This design comes from an exercise in tuning for small area, a short achievable clock period and few clock cycles per item on the open sky130 flow, not from production work.
No functional check of the RTL was part of any run shown here.
Power figures rest on the tool's default switching activity, not on a simulated workload.

==> flow/design.v, too long to show whole: its modules and the start of the top module <==
// module lda_wb_regs: 113 lines
// module class_accum: 1340 lines
// module scatter_calc: 279 lines
// module lda_top: 75 lines
module lda_top (
  input  logic                         clk,
  input  logic                         arst_n,
  input  logic                         wb_cyc,
  input  logic                         wb_stb,
  input  logic                         wb_we,
  input  logic [lda_pkg::WB_ADR_W-1:0] wb_adr,
  input  logic [31:0]                  wb_dat_w,
  input  logic [3:0]                   wb_sel,     
  output logic [31:0]                  wb_dat_r,
  output logic                         wb_ack
);
  // ...
==> flow/run.sh <==
#!/bin/bash
# synth_recipe.tcl (not shown) runs the flow's synth.tcl, then flattens the netlist and writes it again
# the make line also repeats each setting of config.mk as NAME=value (left out here)
make -C /OpenROAD-flow-scripts/flow DESIGN_CONFIG=/design/flow/config.mk WORK_HOME=/design/flow/orfs CLKGATE_MAP_FILE= SYNTH_SCRIPT=/design/flow/synth_recipe.tcl finish
==> flow/config.mk <==
export PLATFORM = sky130hd
export DESIGN_NAME = lda_top
export DESIGN_NICKNAME = lda_top
export VERILOG_FILES = /design/flow/design.v
export SDC_FILE = /design/flow/constraint.sdc
export NUM_CORES = 4
export LEC_CHECK = 0
export CAP_MARGIN = 20
export CORE_MARGIN = 2
export CORE_UTILIZATION = 50
export CTS_BUF_LIST = sky130_fd_sc_hd__clkbuf_8
export SETUP_SLACK_MARGIN = 1.5
export SLEW_MARGIN = 20
==> flow/constraint.sdc <==
create_clock -name core_clock -period 6.5 [get_ports {clk}]
set_input_delay 1.3000 -clock core_clock [delete_from_list [all_inputs] [get_ports {clk}]]
set_output_delay 1.3000 -clock core_clock [all_outputs]
set_load 0.01 [all_outputs]
==> results.txt, run 1 <==
Timing
- **Tightest Pin Transition** 0.983 ns
- **worst path setup slack after routing** 1.50 ns
- **RSZ-0062 raised after global routing** yes

Yosys
- **fraction of synthesized cell area in xor and xnor cells** 0.0233
- **most instantiated cells after synthesis** sky130_fd_sc_hd__dfxtp_1, sky130_fd_sc_hd__inv_1, sky130_fd_sc_hd__nand2_1, sky130_fd_sc_hd__fa_1, sky130_fd_sc_hd__ha_1
- **count of different cell masters after synthesis** 73
- **basic-gate share of the synthesized area counting and, or, nand and nor cells** 0.0678
- **Synth Net Count** 4,004
- **Post-synth ARST share** 0.0466

Drt
- **1st-pass router iterations** 7
- **overall routed net length** 106,000 um
- **Residual DRC** 0
- **met3 wire length** 6430 um

Global routing
- **largest net degree at the start of global routing** 73
- **global routing usage summed across all routing layers** 0.230
- **met2 track utilization from global routing** 0.349
- **global-route wire length before repair** 160,000 um

Setup path
- **logic depth of the worst register-to-register path** 14
- **total number of cells along the worst setup path** 5
- **CP max stage cell** sky130_fd_sc_hd__clkdlybuf4s50_1

Finish
- **design area** 53,200 um^2
- **number of sequential cells in the layout** 1,395
- **Biggest Area Class** registers
- **proportion of cell area occupied by multi-input gates** 0.286

Pwr
- **register share of total power** 0.409
- **power in combinational cells** 6.57 mW
- **Top power group** registers
- **total net switching power** 7.14 mW
- **Clock Power** 7.04 mW

CTS
- **later-pin clock latency in the skew report** 0.87 ns

Status
- **result of the run** complete, no violations

==> run 2, diff against run 1 <==
--- a/flow/config.mk
+++ b/flow/config.mk
@@ -9,5 +9,5 @@
 export CORE_MARGIN = 2
 export CORE_UTILIZATION = 50
-export CTS_BUF_LIST = sky130_fd_sc_hd__clkbuf_8
-export SETUP_SLACK_MARGIN = 1.5
+export CTS_CLUSTER_SIZE = 30
+export SETUP_SLACK_MARGIN = 2.5
 export SLEW_MARGIN = 20
==> results.txt, run 2 <==
Worst hold path
- **Hold Path Depth** 0
- **Hold Path Sink** lda_wb_regs_inst.g_ring[3].ring[42]$_DFF_P_
- **Tightest Hold Check Type** register to register
- **Worst Hold Launch** lda_wb_regs_inst.g_ring[3].ring[74]$_DFF_P_

Setup path
- **logic depth of the worst register-to-register path** 18, +4
- **CP max stage cell** sky130_fd_sc_hd__fa_1
- **critical path buffer and inverter count** 4
- **arrival time of the worst setup path** 4.89 ns
- **launching element of the worst setup path** class_accum_inst.c_cc[6]$_DFF_P_
- **worst path required time** 7.12 ns
- **critical path type** register to register
- **kind of end point of the critical path** register
- **startpoint of the most critical register-to-register path** class_accum_inst.c_cc[6]$_DFF_P_
- **sort of element at the start of the critical path** register
- **ordered cell list for the critical path** clkinvlp_4 -> nand2_4 -> nand2_2 -> fa_1 -> fa_1 -> fa_1 -> fa_1 -> inv_2 -> ha_4 -> nor3_4 -> o211ai_1 -> a31oi_2 -> o21bai_4 -> buf_4 -> buf_4 -> a21oi_2 -> nor3_2 -> xnor2_1
- **slowest cell delay on critical path** 0.55 ns
- **setup slack on the worst flop-to-flop path** 2.24 ns
- **worst reg2reg path endpoint** class_accum_inst.u[14]$_DFFE_PN0P_
- **Max FO, Critical Path** 3
- **most frequent cell on the critical path** sky130_fd_sc_hd__fa_1
- **Top delay family on crit path** adder cells

Yosys
- **share of the yosys chip area belonging to registers** 0.635
- **count of different cell masters after synthesis** 73, unchanged
- **Post-synth ARST share** 0.0466, unchanged
- **combinational family with the most area after synthesis** adder cells
- **most used flip-flop cell after synthesis** sky130_fd_sc_hd__dfxtp_1
- **Synth area leader** sky130_fd_sc_hd__dfxtp_1
- **post-synthesis compound-gate area fraction** 0.0750
- **most instantiated cells after synthesis** sky130_fd_sc_hd__dfxtp_1, sky130_fd_sc_hd__inv_1, sky130_fd_sc_hd__nand2_1, sky130_fd_sc_hd__fa_1, sky130_fd_sc_hd__ha_1
- **cell types occupying the most area after synthesis** sky130_fd_sc_hd__dfxtp_1, sky130_fd_sc_hd__fa_1, sky130_fd_sc_hd__edfxtp_1
- **portion of synthesized cell area occupied by the leading cell type** 0.530
- **Yosys reg bits** 1,395
- **synth warn** 4
- **Synth Cell Area** 46,200 um^2
- **share of cell area taken by muxes after synthesis** 0.0116
- **Post-Synth Adder-Cell Area** 0.145
- **fraction of synthesized cell area in xor and xnor cells** 0.0233, unchanged
- **most instantiated library cell after synthesis** sky130_fd_sc_hd__dfxtp_1
- **Synth Net Count** 4,004, unchanged
- **Avg Cell Area, Syn** 12.9 um^2
- **number of flops mapped to enable cells by yosys** 108
- **Cells after Synth** 3,573
- **basic-gate share of the synthesized area counting and, or, nand and nor cells** 0.0678, unchanged

Drt
- **number of vias per cell** 5.14
- **number of DRC markers in iteration 0** 2,190
- **total via count after detailed routing** 26,600
- **overall routed net length** 111,000 um, +4.4%
- **1st-pass router iterations** 8, +1
- **post-route antenna net violation count** 0
- **Residual DRC** 0, unchanged
- **routed length per placed instance** 21.4 um

Timing
- **Final Hold Slack** 0.309 ns
- **Max Slew Vio Count** 0
- **RSZ-0062 raised after global routing** yes
- **Tightest Pin Transition** 0.922 ns, -0.0609 ns
- **setup total negative slack** 0 ns
- **Period Utilization, post-route** 0.656
- **max-slew headroom at the worst pin** 0.385
- **final hold violation count** 0
- **Setup-failing EPs final** 0
- **worst path setup slack after routing** 2.24 ns, +0.736 ns
- **fmax** 234 MHz
- **min Tclk post-route** 4.26 ns
- **setup clock skew after layout** 0.0366 ns

Placed design
- **HPWL Detailed** 72,400 um
- **gp weighted congestion** 0.899
- **worst slack at placement** 0.832 ns
- **dpl cells** 4,777
- **port buffer count** 75
- **Placed Area** 48,500 um^2

Finish
- **commonest cells after routing, fill and taps aside** sky130_fd_sc_hd__dfxtp_1, sky130_fd_sc_hd__inv_1, sky130_fd_sc_hd__nand2_1, sky130_fd_sc_hd__fa_1, sky130_fd_sc_hd__clkbuf_16
- **area overhead of the layout relative to synthesis** 21.8%
- **Post-layout nets** 4,311
- **fraction of final layout cells sized beyond drive strength 1** 0.191
- **final core occ** 0.614
- **number of fill cells in the layout** 7,058
- **Biggest register** lda_wb_regs_inst.g_ring.ring
- **design area** 56,300 um^2, +5.8%
- **Top Registers** lda_wb_regs_inst.g_ring.ring (1024), class_accum_inst.a_n (32), class_accum_inst.a_o (32)
- **leading cell type in the layout, fill and taps excluded** sky130_fd_sc_hd__dfxtp_1
- **number of flip-flops under the largest register name** 1,024
- **number of non-filler instances in the completed layout** 5,175

CTS
- **Hold Buf Count CTS** 0
- **number of H-tree levels** 4
- **TritonCTS clock tree** built
- **maximum number of buffers from clock root to sink** 3
- **CTS root buf** sky130_fd_sc_hd__clkbuf_16
- **CTS Sinks** 1,395
- **later-pin clock latency in the skew report** 0.75 ns, -0.12 ns
- **clock transition at the registers of the reported paths** 0.06 ns
- **TritonCTS buffer count** 135

Die
- **number of top-level pins** 80
- **total number of placement rows** 111
- **die area** 94,800 um^2
- **Initial Util** 0.504
- **Chip Height** 308 um
- **Chip Width** 308 um
- **core area** 91,700 um^2

Global routing
- **global routing usage summed across all routing layers** 0.236, +0.00632
- **antenna violations before repair** 3
- **remaining global-route overflow** 0
- **global-route wire length before repair** 164,000 um, +2.5%
- **via count of the first global-routing pass** 26,400
- **largest net degree at the start of global routing** 77, +5.5%

Pwr
- **IR drop worst, VDD** 0.455 mV
- **total power per unit cell area** 454 nW/um^2
- **leak pwr** 23.9 nW
- **power consumption** 25.5 mW

Flow run
- **Maximum Capacitance Violations** 0

Status
- **result of the run** complete, no violations

[run 2: cell counts after synthesis]
Identical to the previous run, type by type.
[run 2: final cells by class]
| type | instances | area, um^2 | area share |
|---|---|---|---|
| clock inverter | 59 | 661 | 0.0117 |
| antenna | 1 | 2.50 | 0.0000445 |
| multi-input combinational | 1671 | 16500 | 0.293 |
| tap | 1186 | 1480 | 0.0264 |
| sequential | 1395 | 29400 | 0.523 |
| clock buffer | 186 | 3880 | 0.0691 |
| timing repair buffer | 279 | 2780 | 0.0494 |
| inverter | 398 | 1510 | 0.0269 |
[run 2: power by group]
part / internal (mW) / leakage [nW] / switching, mW
logic: 3.98 / 10.0 / 4.36
registers: 9.09 / 11.6 / 0.298
clock network: 4.52 / 2.24 / 3.30
[run 2: worst max-delay path by stage]
stage	end	slack (ns)	cells past startpoint
2_1_floorplan	wb_dat_r[23]	2.43	8
3_3_place_gp	wb_dat_r[19]	0.85	10
3_5_place_dp	wb_dat_r[19]	0.83	10
4_1_cts	wb_dat_r[28]	2.25	10
5_1_grt	class_accum_inst.u[14]$_DFFE_PN0P_	2.05	18
6_report	class_accum_inst.u[14]$_DFFE_PN0P_	2.24	18
[run 2: worst reg2reg max path, stage by stage, from the launching register on]
cell and delay [ns]:
sky130_fd_sc_hd__dfxtp_4 0.37, sky130_fd_sc_hd__clkinvlp_4 0.15, sky130_fd_sc_hd__nand2_4 0.12, sky130_fd_sc_hd__nand2_2 0.06
sky130_fd_sc_hd__fa_1 0.46, sky130_fd_sc_hd__fa_1 0.55, sky130_fd_sc_hd__fa_1 0.46, sky130_fd_sc_hd__fa_1 0.53
sky130_fd_sc_hd__inv_2 0.05, sky130_fd_sc_hd__ha_4 0.17, sky130_fd_sc_hd__nor3_4 0.13, sky130_fd_sc_hd__o211ai_1 0.13
sky130_fd_sc_hd__a31oi_2 0.29, sky130_fd_sc_hd__o21bai_4 0.09, sky130_fd_sc_hd__buf_4 0.16, sky130_fd_sc_hd__buf_4 0.13
sky130_fd_sc_hd__a21oi_2 0.13, sky130_fd_sc_hd__nor3_2 0.07, sky130_fd_sc_hd__xnor2_1 0.13
[run 2: logic make-up (layout without fill, tap and decap cells)]
kind of cell	Yosys count	after routing
and+or+nand+nor	641	641
adders and majority gates	384	384
AOI/OAI and AO/OA	473	473
xor gates and xnor gates	123	123
other	0	1
muxes	50	50
DFF	1395	1395
buffers and inverters	507	922
[run 2: what timing repair did]
action / 4_1_cts / 5_1_grt
setup endpoints to repair: 99 / 82
pin swaps: 108 / 85
gates resized for setup: 463 / 140
cloned: 9 / 2
buffers inserted: 102 / 39
[run 2: metal layers]
metal | up-vias | GRT usage | routed length [um] | part of all wire
li1 | 12400 | - | - | -
met1 | 13200 | 0.333 | 51000 | 0.46
met2 | 750 | 0.367 | 50300 | 0.45
met3 | 203 | 0.0417 | 6160 | 0.056
met4 | 4 | 0.0809 | 3390 | 0.031
met5 | - | 0 | 29 | 0.00026
==> run 3, diff against run 2 <==
--- a/flow/config.mk
+++ b/flow/config.mk
@@ -9,5 +9,6 @@
 export CORE_MARGIN = 2
 export CORE_UTILIZATION = 50
-export CTS_CLUSTER_SIZE = 30
-export SETUP_SLACK_MARGIN = 2.5
+export CTS_CLUSTER_DIAMETER = 60
+export CTS_CLUSTER_SIZE = 40
+export SETUP_SLACK_MARGIN = 3.5
 export SLEW_MARGIN = 20
==> results.txt, run 3 <==
Finish
- **commonest cells after routing, fill and taps aside** sky130_fd_sc_hd__dfxtp_1, sky130_fd_sc_hd__inv_1, sky130_fd_sc_hd__nand2_1, sky130_fd_sc_hd__fa_1, sky130_fd_sc_hd__buf_4
- **number of flip-flops under the largest register name** 1,024, unchanged
- **Post-layout nets** 4,295, -0.37%
- **number of fill cells in the layout** 7,042, -0.23%
- **Biggest register** lda_wb_regs_inst.g_ring.ring
- **area taken by flip-flops and latches** 29,500 um^2, +0.22%
- **fraction of final layout cells sized beyond drive strength 1** 0.234, +0.0434
- **final core occ** 0.615, +0.00169
- **area overhead of the layout relative to synthesis** 22.2%
- **multi-input combinational cell area** 17,200 um^2, +4.3%
- **leading cell type in the layout, fill and taps excluded** sky130_fd_sc_hd__dfxtp_1
- **Top Registers** lda_wb_regs_inst.g_ring.ring (1024), class_accum_inst.a_n (32), class_accum_inst.a_o (32)

Yosys
- **count of different cell masters after synthesis** 73, unchanged
- **most used flip-flop cell after synthesis** sky130_fd_sc_hd__dfxtp_1
- **most instantiated cells after synthesis** sky130_fd_sc_hd__dfxtp_1, sky130_fd_sc_hd__inv_1, sky130_fd_sc_hd__nand2_1, sky130_fd_sc_hd__fa_1, sky130_fd_sc_hd__ha_1
- **Synth area leader** sky130_fd_sc_hd__dfxtp_1
- **Avg Cell Area, Syn** 12.9 um^2, unchanged
- **portion of synthesized cell area occupied by the leading cell type** 0.530, unchanged
- **cell types occupying the most area after synthesis** sky130_fd_sc_hd__dfxtp_1, sky130_fd_sc_hd__fa_1, sky130_fd_sc_hd__edfxtp_1
- **number of flops mapped to enable cells by yosys** 108, unchanged
- **Cells after Synth** 3,573, unchanged
- **share of the yosys chip area belonging to registers** 0.635, unchanged
- **most instantiated library cell after synthesis** sky130_fd_sc_hd__dfxtp_1
- **Synth Cell Area** 46,200 um^2, unchanged
- **Yosys reg bits** 1,395, unchanged
- **Synth Net Count** 4,004, unchanged
- **Post-synth ARST share** 0.0466, unchanged
- **synth warn** 4, unchanged

Worst hold path
- **Tightest Hold Check Type** register to register

Timing
- **final hold violation count** 0, unchanged
- **Period Utilization, post-route** 0.663, +0.00686
- **Max Slew Vio Count** 0, unchanged
- **setup clock skew after layout** 0.0467 ns, +0.0101 ns
- **Tightest Pin Transition** 0.993 ns, +0.0709 ns
- **Setup-failing EPs final** 0, unchanged
- **max-slew headroom at the worst pin** 0.338, -0.0473
- **worst path setup slack after routing** 2.19 ns, -0.0446 ns
- **min Tclk post-route** 4.31 ns, +0.0446 ns
- **setup total negative slack** 0 ns, unchanged
- **RSZ-0062 raised after global routing** yes
- **fmax** 232 MHz, -1.0%

Placed design
- **gp weighted congestion** 0.961, +6.9%
- **port buffer count** 75, unchanged
- **worst slack at placement** 0.826 ns, -0.00573 ns
- **HPWL Detailed** 76,500 um, +5.7%

Setup path
- **kind of end point of the critical path** output port
- **arrival time of the worst setup path** 3.01 ns, -1.88 ns
- **Max FO, Critical Path** 8, +5
- **sort of element at the start of the critical path** input port
- **worst path required time** 5.20 ns, -1.92 ns
- **critical path type** input port to output port

CTS
- **clock transition at the registers of the reported paths** 0.10 ns, +0.04 ns
- **CTS root buf** sky130_fd_sc_hd__clkbuf_16
- **TritonCTS clock tree** built
- **number of H-tree levels** 3, -1
- **TritonCTS buffer count** 89, -34%
- **CTS Sinks** 1,395, unchanged
- **later-pin clock latency in the skew report** 0.71 ns, -0.04 ns
- **maximum number of buffers from clock root to sink** 3, unchanged

Drt
- **Residual DRC** 0, unchanged
- **number of DRC markers in iteration 0** 1,961, -10%
- **post-route antenna net violation count** 0, unchanged
- **overall routed net length** 117,000 um, +5.9%
- **routed length per placed instance** 22.9 um, +6.8%
- **number of vias per cell** 5.17, +0.59%
- **1st-pass router iterations** 8, unchanged
- **total via count after detailed routing** 26,500, -0.30%

Die
- **Chip Height** 308 um, unchanged
- **Chip Width** 308 um, unchanged
- **die area** 94,800 um^2, unchanged
- **Initial Util** 0.504, unchanged
- **total number of placement rows** 111, unchanged
- **number of top-level pins** 80, unchanged
- **core area** 91,700 um^2, unchanged

Pwr
- **leak pwr** 23.6 nW, -1.3%
- **IR drop worst, VDD** 0.667 mV, +46%
- **total power per unit cell area** 447 nW/um^2, -1.6%
- **power consumption** 25.2 mW, -1.3%

Global routing
- **remaining global-route overflow** 0, unchanged
- **antenna violations before repair** 5, +2
- **global routing usage summed across all routing layers** 0.249, +0.0133
- **via count of the first global-routing pass** 27,700, +5.1%
- **global-route wire length before repair** 174,000 um, +6.2%
- **largest net degree at the start of global routing** 85, +10%

Flow run
- **Maximum Capacitance Violations** 0, unchanged

Status
- **result of the run** complete, no violations

[run 3: changes by cell type in the layout (fill, tap and decap cells not counted), moves of 31 or more]
cell,before,now
sky130_fd_sc_hd__clkbuf_16,139,91
sky130_fd_sc_hd__inv_1,383,338
sky130_fd_sc_hd__inv_2,11,50
sky130_fd_sc_hd__fa_1,254,220
sky130_fd_sc_hd__fa_2,1,35
sky130_fd_sc_hd__dfxtp_1,1188,1157
[run 3: worst max-delay path, stage by stage]
cell and delay [ns]:
sky130_fd_sc_hd__buf_16 0.11, sky130_fd_sc_hd__buf_8 0.11, sky130_fd_sc_hd__buf_12 0.10, sky130_fd_sc_hd__nor3b_4 0.04, sky130_fd_sc_hd__buf_6 0.14, sky130_fd_sc_hd__buf_12 0.15, sky130_fd_sc_hd__buf_6 0.12, sky130_fd_sc_hd__a22o_1 0.21
sky130_fd_sc_hd__a221o_2 0.39, sky130_fd_sc_hd__o2bb2ai_4 0.17, sky130_fd_sc_hd__buf_6 0.13
[run 3: kinds of logic after synthesis]
group,share of synthesized area
XOR/XNOR,0.0233
adder cells (fa/ha/maj),0.145
multiplexers,0.0116
AND/OR/NAND/NOR,0.0678
AO/OA/AOI/OAI,0.0750
flip-flops,0.635
buffers and inverters,0.0415
[run 3: metrics by stage]
step | cell area (um^2) | hold slack [ns] | std cells
4_1_cts | 55500 | 0.309 | 5084
3_3_place_gp | 49200 | 0.310 | 4763
3_5_place_dp | 49200 | 0.312 | 4763
6_report | 56400 | 0.311 | 5129
5_1_grt | 56400 | 0.317 | 5127
2_1_floorplan | 47400 | 0.310 | 3573
[run 3: final timing paths]
check | start | to | slack, ns | cells past startpoint
worst max-delay path | wb_adr[3] | wb_dat_r[17] | 2.19 | 11
worst min-delay path | lda_wb_regs_inst.g_ring[3].ring[182]$_DFF_P_ | lda_wb_regs_inst.g_ring[3].ring[150]$_DFF_P_ | 0.31 | 0
worst max register to register | class_accum_inst.c_cc[6]$_DFF_P_ | class_accum_inst.u[8]$_DFFE_PN0P_ | 2.22 | 18
worst min register to register | lda_wb_regs_inst.g_ring[3].ring[182]$_DFF_P_ | lda_wb_regs_inst.g_ring[3].ring[150]$_DFF_P_ | 0.31 | 0
max in group asynchronous | arst_n | scatter_calc_inst.j[2]$_DFF_PN0_ | 4.91 | 2
min in group asynchronous | arst_n | class_accum_inst.u[3]$_DFFE_PN0P_ | 0.85 | 2
[run 3: cell type report]
type / instances / share of cell area
Clock buffer: 95 / 0.0403
Timing Repair Buffer: 309 / 0.0591
Inverter: 398 / 0.0270
Tap cell: 1186 / 0.0263
Clock inverter: 73 / 0.0193
Multi-Input combinational cell: 1671 / 0.305
Antenna cell: 2 / 0.0000887
Sequential cell: 1395 / 0.523
[run 3: repair_timing]
action                                  4_1_cts  5_1_grt
endpoints found under the setup margin      300      153
cloned                                       10        1
pin swaps                                   163      108
setup buffers                               143       42
hold buffers                                  0        0
gates resized for setup                     535      142
[run 3: per-layer routing]
layer  routed length (um)  global-route usage
met1                50800               0.332
met2                55700               0.409
met3                 5420              0.0349
met4                 5480               0.107
met5                    0                   0
[run 3: report_power, final]
| group | switching [mW] | leakage, nW | internal [mW] | total, mW |
|---|---|---|---|---|
| registers | 0.279 | 11.6 | 9.08 | 9.36 |
| logic | 4.68 | 10.3 | 4.81 | 9.50 |
| clock network | 3.42 | 1.61 | 2.93 | 6.35 |

afterwards: timing with drivers on the ports:
The results above use ideal ports. As a check the final layouts listed here were re-extracted and re-timed, cells and wires unchanged. Step 1 (the two cells are an assumption about what drives the block):
set clk [get_ports {clk}]
set_driving_cell -lib_cell sky130_fd_sc_hd__clkbuf_16 $clk
set_driving_cell -lib_cell sky130_fd_sc_hd__buf_2 [delete_from_list [all_inputs] $clk]
Step 2 also shifts input and output timing later by t, the mid clock arrival at the registers, as if the neighbouring blocks saw the same clock. Slacks: no drivers / after step 1 / after step 2; pairs: no drivers / after step 1.
run | shift t [ns] | setup WS [ns] | hold WS [ns] | clock arrival spread, ns | worst slew at a driven data input, ns
run 1 | 0.913 | 1.499 / 1.472 / 1.472 | 0.295 / 0.295 / 0.295 | 0.060 / 0.060 | 0.10
run 2 | 0.794 | 2.235 / 2.180 / 2.180 | 0.309 / 0.309 / 0.309 | 0.041 / 0.041 | 0.10
run 3 | 0.756 | 2.191 / 2.099 / 2.099 | 0.311 / 0.311 / 0.311 | 0.051 / 0.052 | 0.10
After both steps setup and hold are still met in every run listed. For run 3, which loses most, drivers alone change the setup slack by -0.092 ns; drivers and shift together by -0.092 ns.
